From an optimization exercise on the open Yosys and OpenROAD flow, aimed at small area; shortcuts taken in it are not production practice.
The RTL of this run was laid out without a check of its function.
Power is estimated from default activity; no workload was simulated.

--- flow/run.sh ---
#!/bin/bash
# The standard layout (standard.sh) with these changes:
# - synthesis maps logic with an area-oriented abc script and without the
#   adder extraction step; registers are mapped as in the standard synthesis
# - ports are buffered with buf_1
# - a leaner clock tree: clkbuf_8 clusters of 20, no dummy loads
set -euo pipefail
here=$(pwd)
rm -rf "$here/scripts_local"
cp -r "$FLOW_HOME/scripts" "$here/scripts_local"
cp "$here/flow/abc.script" "$here/scripts_local/abc_speed.script"
cp "$here/flow/abc.script" "$here/scripts_local/abc_area.script"
export BUFFER_PORTS_ARGS="-buffer_cell sky130_fd_sc_hd__buf_1"
export CTS_ARGS="-sink_clustering_enable -repair_clock_nets -dont_use_dummy_load -buf_list sky130_fd_sc_hd__clkbuf_4 -sink_clustering_size 12 -sink_clustering_max_diameter 40"
bash standard.sh SCRIPTS_DIR="$here/scripts_local" ADDER_MAP_FILE= finish > "$here/standard_flow.log" 2>&1
--- standard.sh ---
#!/bin/bash
# synth_recipe.tcl (not shown) runs the flow's synth.tcl, then flattens the netlist and writes it again
# the make line also repeats each setting of config.mk as NAME=value (left out here)
make -C /OpenROAD-flow-scripts/flow DESIGN_CONFIG=/design/flow/config.mk WORK_HOME=/design/flow/orfs CLKGATE_MAP_FILE= SYNTH_SCRIPT=/design/flow/synth_recipe.tcl "${@:-finish}"
--- design.v ---
`timescale 1ns/1ps
package cqt_state_pkg;
    typedef enum logic [2:0] {
        IDLE        = 3'd0,   
        CALC        = 3'd1,   
        SPLIT_FLAG  = 3'd2,   
        FORCE_SPLIT = 3'd3,   
        LEAF_CU     = 3'd4,   
        NEXT        = 3'd5,   
        ENDING      = 3'd6    
    } cqt_state_t;
endpackage
`timescale 1ns/1ps
package cqt_syntax_pkg;
    typedef logic [1:0] cqt_depth_t;
    typedef enum logic [1:0] {
        CTX_NONE = 2'd0,
        CTX_ONE  = 2'd1,
        CTX_BOTH = 2'd2
    } split_ctx_t;
endpackage
`timescale 1ns/1ps
module cqt_decoder (
    input  logic                        clk,
    input  logic                        rst_n,
    input  logic                        cqt_start,
    input  logic [6-1:0]     ctb_x,
    input  logic [5-1:0]     ctb_y,
    input  logic [12-1:0]     pic_width,
    input  logic [11-1:0]     pic_height,
    input  logic                        bin,
    input  logic                        bin_vld,
    input  logic                        cu_done,
    output logic                        dec_run,
    output logic                        ctx_addr_vld,
    output logic [10-1:0]  ctx_addr,
    output logic                        cu_start,
    output logic [12-1:0]     cu_x,
    output logic [11-1:0]     cu_y,
    output logic [2:0]                  cu_log2_size,
    output logic                        cqt_done
);
localparam logic [2:0] S_IDLE = 3'd0;   
localparam logic [2:0] S_CALC = 3'd1;   
localparam logic [2:0] S_WBIN = 3'd2;   
localparam logic [2:0] S_LEAF = 3'd3;   
localparam logic [2:0] S_WCU  = 3'd4;   
localparam logic [2:0] S_NEXT = 3'd5;   
logic [2:0]   st;
logic [2:0]   col, row;      
logic [1:0]   dep;           
logic [5:0]   ph;            
logic [319:0] ring;
logic [2:0]   msk;           
logic         at_tap;
logic [4:0]   tap, upd;
assign msk    = ~(3'b111 >> dep);
assign at_tap = (ph == ctb_x);
assign tap    = ring[319:315];
logic       x_eq, y_eq;
logic       outside, crossing;
function automatic logic ge3(input logic [2:0] a, input logic [2:0] b);
    ge3 = (a[2] & !b[2]) |
          ((a[2] ~^ b[2]) & ((a[1] & !b[1]) | ((a[1] ~^ b[1]) & (a[0] | !b[0]))));
endfunction
assign x_eq = ctb_x == pic_width[11:6];
assign y_eq = ctb_y == pic_height[10:6];
assign outside  = (x_eq && ge3(col, pic_width[5:3])) ||
                  (y_eq && ge3(row, pic_height[5:3]));
assign crossing = (x_eq && ge3(col | ~msk, pic_width[5:3])) ||
                  (y_eq && ge3(row | ~msk, pic_height[5:3]));
function automatic logic [6:0] dec(input logic [4:0] k);
    dec[6] = (k == 5'b00001);
    if (k[4]) begin
        dec[5:3] = {1'b1, k[3:2]};
        dec[2:0] = {1'b1, k[1:0]};
    end else begin
        dec[5:3] = k[3] ? {1'b1, k[1:0] & {2{!k[2]}}} : 3'b000;
        dec[2:0] = k[2] ? {1'b1, k[1:0] & {2{!k[3]}}} : 3'b000;
    end
endfunction
function automatic logic [4:0] enc(input logic [6:0] c);
    case ({c[5], c[2]})
        2'b11:   enc = {1'b1, c[4:3], c[1:0]};
        2'b10:   enc = {3'b010, c[4:3]};
        2'b01:   enc = {3'b001, c[1:0]};
        default: enc = {4'b0000, c[6]};
    endcase
endfunction
function automatic logic [2:0] put(input logic [2:0] h, input logic [1:0] u,
                                   input logic [1:0] d);
    case (d)
        2'd1:    put = 3'b000;
        2'd2:    put = u[1] ? {1'b1, h[1], 1'b0} : {2'b10, h[0]};
        default: case (u)
            2'd0:    put = {2'b11, h[0]};
            2'd2:    put = {1'b1, h[1], 1'b1};
            default: put = h;            
        endcase
    endcase
endfunction
function automatic logic deeper(input logic [6:0] c, input logic [2:0] u,
                                input logic [1:0] d);
    case (d)
        2'd0:    deeper = !c[6];
        2'd1:    deeper = u[2] ? c[2] : c[5];
        default: deeper = u[2] ? (u[1] ? c[0] : c[1]) : (u[1] ? c[3] : c[4]);
    endcase
endfunction
logic [6:0] above, above_upd;
always_comb begin
    above     = dec(tap);
    above_upd = {1'b0, above[5:0]};
    if (dep == 2'd0)
        above_upd = 7'b1000000;
    else if (col[2])
        above_upd[2:0] = put(above[2:0], col[1:0], dep);
    else
        above_upd[5:3] = put(above[5:3], col[1:0], dep);
    upd = enc(above_upd);
end
logic [5:0] lreg;
logic [6:0] left, left_upd;
always_comb begin
    left = {lreg[5:4] == 2'b00, lreg[5], lreg[5] & lreg[4], lreg[5] & lreg[3],
            lreg[2], lreg[2] & lreg[1], lreg[2] & lreg[0]};
    left_upd = {1'b0, left[5:0]};
    if (dep == 2'd0)
        left_upd = 7'b1000000;
    else if (row[2])
        left_upd[2:0] = put(left[2:0], row[1:0], dep);
    else
        left_upd[5:3] = put(left[5:3], row[1:0], dep);
end
always_ff @(posedge clk)
    if (cu_start)
        lreg <= {left_upd[5], left_upd[5] ? left_upd[4] : !left_upd[6],
                 left_upd[3], left_upd[2:0]};
logic cond_l, cond_a, req, leaf;
assign cond_l = (ctb_x != '0 || col != '0) && deeper(left, row, dep);
assign cond_a = (ctb_y != '0 || row != '0) && deeper(above, col, dep);
assign req  = (st == S_CALC) && !outside && !crossing && dep != 2'd3;
assign leaf = (st == S_LEAF) || ((st == S_CALC) && !outside && dep == 2'd3);
assign dec_run      = req && at_tap;
assign ctx_addr_vld = dec_run;
assign ctx_addr     = {7'd0, cond_l & cond_a, ~(cond_l & cond_a), cond_l ^ cond_a};
assign cu_start     = leaf && at_tap;
assign cqt_done     = (st == S_NEXT) && dep == 2'd0;
assign cu_x         = {ctb_x, col, 3'd0};
assign cu_y         = {ctb_y, row, 3'd0};
assign cu_log2_size = 3'd6 - {1'b0, dep};
always_ff @(posedge clk)
    ring <= {ring[314:0], cu_start ? upd : tap};
always_ff @(posedge clk) begin
    if (!rst_n) ph <= '0;
    else        ph <= {ph[4:0], ph[5] ^ ph[4] ^ (ph[4:0] == 5'd0)};
end
always_ff @(posedge clk) begin
    if (!rst_n) begin
        st <= S_IDLE;
    end else begin
        case (st)
            S_IDLE: if (cqt_start) st <= S_CALC;
            S_CALC: begin
                if (outside)      st <= S_NEXT;
                else if (cu_start) st <= S_WCU;
                else if (dec_run)  st <= S_WBIN;
            end
            S_WBIN: if (bin_vld) st <= bin ? S_CALC : S_LEAF;
            S_LEAF: if (at_tap) st <= S_WCU;
            S_WCU:  if (cu_done) st <= S_NEXT;
            S_NEXT: begin
                if (dep == 2'd0)
                    st <= S_IDLE;
                else if (!(col[3'd3 - dep] & row[3'd3 - dep]))
                    st <= S_CALC;   
            end
            default: st <= S_IDLE;
        endcase
    end
end
always_ff @(posedge clk) begin
    if (st == S_IDLE) begin
        col <= '0;
        row <= '0;
        dep <= '0;
    end else if ((st == S_CALC && !outside && dep != 2'd3 && crossing) ||
                 (st == S_WBIN && bin_vld && bin)) begin
        dep <= dep + 2'd1;   
    end else if (st == S_NEXT && dep != 2'd0) begin
        col[3'd3 - dep] <= !col[3'd3 - dep];
        row[3'd3 - dep] <= row[3'd3 - dep] ^ col[3'd3 - dep];
        if (col[3'd3 - dep] & row[3'd3 - dep])
            dep <= dep - 2'd1;   
    end
end
endmodule
--- flow/abc.script ---
strash
&get -n
&fraig -x
&put
scorr
dc2
dretime
strash
&get -n
&dch -f
&nf -R 1000
&put
--- config.mk ---
export PLATFORM = sky130hd
export DESIGN_NAME = cqt_decoder
export DESIGN_NICKNAME = cqt_decoder
export VERILOG_FILES = /design/flow/design.v
export SDC_FILE = /design/flow/constraint.sdc
export NUM_CORES = 4
export LEC_CHECK = 0
export CAP_MARGIN = 20
export CORE_MARGIN = 2
export CORE_UTILIZATION = 40
export SLEW_MARGIN = 20
--- constraint.sdc ---
create_clock -name core_clock -period 6.0 [get_ports {clk}]
set_input_delay 1.2000 -clock core_clock [delete_from_list [all_inputs] [get_ports {clk}]]
set_output_delay 1.2000 -clock core_clock [all_outputs]
set_load 0.01 [all_outputs]
==> metrics.md <==
| Metric | Value |
|---|---|
| Status | `timing/DRC/antenna clean` |
| Achievable Freq | `232.4 MHz` |
| Measured slew at the worst slew-check pin | `1.096 ns` |
| Number of nets in the layout | `724` |
| CP Class | `in2out` |
| Total iterations of the first detailed-routing run | `4` |
| Ratio of routed vias to standard cells | `4.465` |
| H-tree levels | `2` |
| Number of gates resized after CTS | `0` |
| Total global-route track usage | `11.48%` |
| Detail-routed net length per standard cell | `12.79 um` |
| Final setup skew | `0.05409 ns` |
| Half-perimeter wire length of the detailed placement result | `7429 um` |
| Buffer type at the clock tree root | `sky130_fd_sc_hd__clkbuf_4` |
| Area used by sequential logic in the layout | `6927 sq um` |
| Final setup margin | `1.698 ns` |
| Horizontal die dimension | `149.5 um` |
| Drc violations | `0` |
| Largest net degree at the start of global routing | `17` |
| Area of the multi-input gates | `1330 sq um` |
| Max-cap violations | `0` |
| Critical path startpoint category | `input pin` |
| Initial antenna violation count | `1` |
| Synthesized instance count | `596` |
| Post-synthesis sequential element count | `343` |
| Slew headroom | `26.40%` |
| Hold-fix buffers at CTS | `0` |
| Placeable Area | `20890 sq um` |
| Max-slew violation count | `0` |
| Static Leak | `3.480 nW` |
| RSZ-0062 raised after global routing | `no` |
| Largest buffer count on any clock path | `3` |
| Portion of the clock cycle consumed by the worst path in the final layout | `71.70%` |
| Library cell appearing most often on the critical path | `sky130_fd_sc_hd__buf_1` |
| Global-route wire length before repair | `20560 um` |
| Share of flip-flops with an asynchronous set or reset | `0%` |
| Final count of hold timing violations | `0` |
| Clock insertion delay at the later pin of the skew report | `0.61 ns` |
| # Post-CTS Setup Buffers | `0` |
| Buffers added on ports | `60` |
| Routability cong. | `0.8904` |
| Routed via count | `4277` |
| Worst hold path class | `reg2reg` |
| Initial DRC count | `212` |
| Crit-path max FO | `9` |
| Sink Count | `343` |
| Maximum cell stage delay along the critical path | `0.63 ns` |
| DIE HEIGHT | `149.5 um` |
| Post-synthesis instance area | `8467 sq um` |
| Mean area per synthesized cell | `14.21 sq um` |
| WP data arrival | `3.10 ns` |
| Final WL | `12250 um` |
| Final number of setup-violating endpoints | `0` |
| Synthesis warning total | `1` |
| Crit path required time | `4.80 ns` |
| Die Footprint | `22350 sq um` |
| TritonCTS Buffers | `39` |
| Synth Flop Type | `sky130_fd_sc_hd__dfxtp_1` |
| Fraction of final layout cells with drive strength greater than 1 | `6.012%` |
| Filler instances | `1905` |
| Worst Setup End Kind | `output port` |
| EDFF count, synth | `6` |
| Clock-pin slew of the registers on the worst-case setup and hold paths | `0.11 ns` |
| Synthesis-to-layout area growth | `8.527%` |
| Initial core utilization | `40.53%` |
| Clock tree from TritonCTS | `done` |
| Final min period | `4.302 ns` |
| Cell Pwr Density | `382.6 nW/um^2` |
| Remaining Overflow, GRT | `0` |
| Sequential element share of the synthesized area | `81.81%` |
| Slowest library cell on the worst path | `sky130_fd_sc_hd__nor2_1` |
| Setup TNS | `0 ns` |
| Max IR drop VDD | `0.0001256 V` |
| Vias in the first global route | `4310` |
| Remaining antenna violation count after routing | `0` |
| Cell breakdown of the critical path | `buf_1 -> xnor2_1 -> o221ai_1 -> a2111oi_0 -> nand2_1 -> nor2_1 -> buf_1` |
| Placement Rows | `53` |
| Number of distinct library cell variants in the gate-level netlist after synthesis | `52` |
| Number of placed I/O pins | `80` |
| DP Worst Slack | `1.693 ns` |
==> final cells by class <==
cell class | count | area share [%]
antenna | 1 | 0.02723
clock buffer | 39 | 3.186
inverter | 16 | 0.6536
multi-input combinational | 223 | 14.47
sequential | 343 | 75.38
tap | 275 | 3.745
timing repair buffer | 61 | 2.533
==> synth_stat cells, drive strengths merged (6+ instances only) <==
cell type | number | area share, %
o21ai | 12 | 0.71
nand2 | 26 | 1.2
nor3 | 21 | 1.2
edfxtp | 6 | 2.1
nor2 | 30 | 1.3
dfxtp | 337 | 80
and2 | 7 | 0.52
xnor2 | 6 | 0.62
a21oi | 14 | 0.83
nor2b | 10 | 0.74
clkinv | 16 | 0.71
buf | 26 | 2.3
xor2 | 9 | 0.93
==> critical path: cells and delay by family <==
family | cells | cell delay (ns)
xor+xnor | 1 | 0.16
compound gates | 2 | 0.51
simple gates | 2 | 0.81
buf+inv | 2 | 0.42
==> cells by family (layout without fill, tap and decap cells) <==
logic type / count (synthesis) / after routing / synth area share, %
other cells: 1 / 14 / 0.04429
fa+ha+maj: 5 / 5 / 0.5911
simple gates: 119 / 119 / 6.886
mux: 5 / 5 / 0.7684
buf+inv: 42 / 116 / 3.015
compound gates: 66 / 66 / 5.335
flops: 343 / 343 / 81.81
xor+xnor: 15 / 15 / 1.552
==> metal layers <==
| metal | up-vias | GRT usage [%] | wire [um] |
|---|---|---|---|
| li1 | 2136 | - | - |
| met1 | 1993 | 15.94 | 5965 |
| met2 | 119 | 16.28 | 5234 |
| met3 | 29 | 3.354 | 724 |
| met4 | 0 | 5.810 | 327 |
| met5 | - | 0 | 0 |
==> path summary, 6_finish.rpt <==
path | from | to | slack [ns] | cells after the start
max | ctb_x[4] | cu_start | 1.70 | 7
min | ring[146] | ring[151] | 0.27 | 0
max reg2reg | dep[1] | ring[1] | 2.86 | 8
min reg2reg | ring[146] | ring[151] | 0.27 | 0
==> through the flow <==
step / area [sq um] / total power, mW / util [%] / instances / hold WS, ns
floorplan: 8512 / 2.574 / - / 608 / 0.3096
global placement: 8886 / 2.631 / 42.54 / 917 / 0.3112
detailed placement: 8894 / 2.640 / 42.58 / 918 / 0.3121
CTS: 9186 / 3.570 / 43.98 / 957 / 0.2694
global route: 9189 / 3.709 / 43.99 / 958 / 0.2616
finish: 9189 / 3.515 / 43.99 / 958 / 0.2654
==> registers in the layout, indices dropped and copies added, names as in the netlist <==
| name | cells |
|---|---|
| dep | 2 |
| st | 3 |
| ph | 6 |
| ring | 320 |
| lreg | 6 |
| col | 3 |
| row | 3 |
==> power breakdown <==
group          leakage (nW)  switching (mW)  internal, mW  total (mW)
clock network         0.179           0.621         0.302       0.923
registers              2.78          0.0311          2.30        2.33
logic                 0.524           0.167        0.0925       0.260
total                  3.48           0.820          2.70        3.52
==> cells in the final DEF (no fill, tap or decap), types with 4 or more instances in the layout <==
cell type,instances
sky130_fd_sc_hd__a21oi_1,14
sky130_fd_sc_hd__buf_1,60
sky130_fd_sc_hd__conb_1,13
sky130_fd_sc_hd__o22ai_1,4
sky130_fd_sc_hd__xnor2_1,6
sky130_fd_sc_hd__nand2_1,26
sky130_fd_sc_hd__a31oi_1,5
sky130_fd_sc_hd__nor2b_1,10
sky130_fd_sc_hd__nor4_1,5
sky130_fd_sc_hd__clkinv_1,16
sky130_fd_sc_hd__a211oi_1,4
sky130_fd_sc_hd__nor3_1,21
sky130_fd_sc_hd__nand3_1,4
sky130_fd_sc_hd__nor2_1,30
sky130_fd_sc_hd__and2_0,7
sky130_fd_sc_hd__xor2_1,9
sky130_fd_sc_hd__dfxtp_1,337
sky130_fd_sc_hd__edfxtp_1,6
sky130_fd_sc_hd__o21ai_0,12
sky130_fd_sc_hd__clkbuf_4,39
sky130_fd_sc_hd__maj3_1,5

-- static timing again, ports no longer ideal --
In the flow no input, the clock included, has a driving cell. The finished layout below was timed again as built, in two steps. Step 1: set_driving_cell puts a clkbuf_16 on clk and a buf_2 on each other input, an assumption about the parent block. Step 2 moves the port delays by t, midway between the first and last clock arrival at a register: inputs arrive t later, outputs are due t later. That takes back most of the time a late clock gives input paths. Three values: ideal ports, drivers, drivers and shift; two values: the first two.
t (ns): 0.621
slack for setup (ns): 1.698 / 1.674 / 1.674
pins driven straight from the clock port: 1
After both steps setup and hold are still met in this run. The setup slack of this run moves by -0.024 ns with the drivers and by -0.024 ns with both steps.
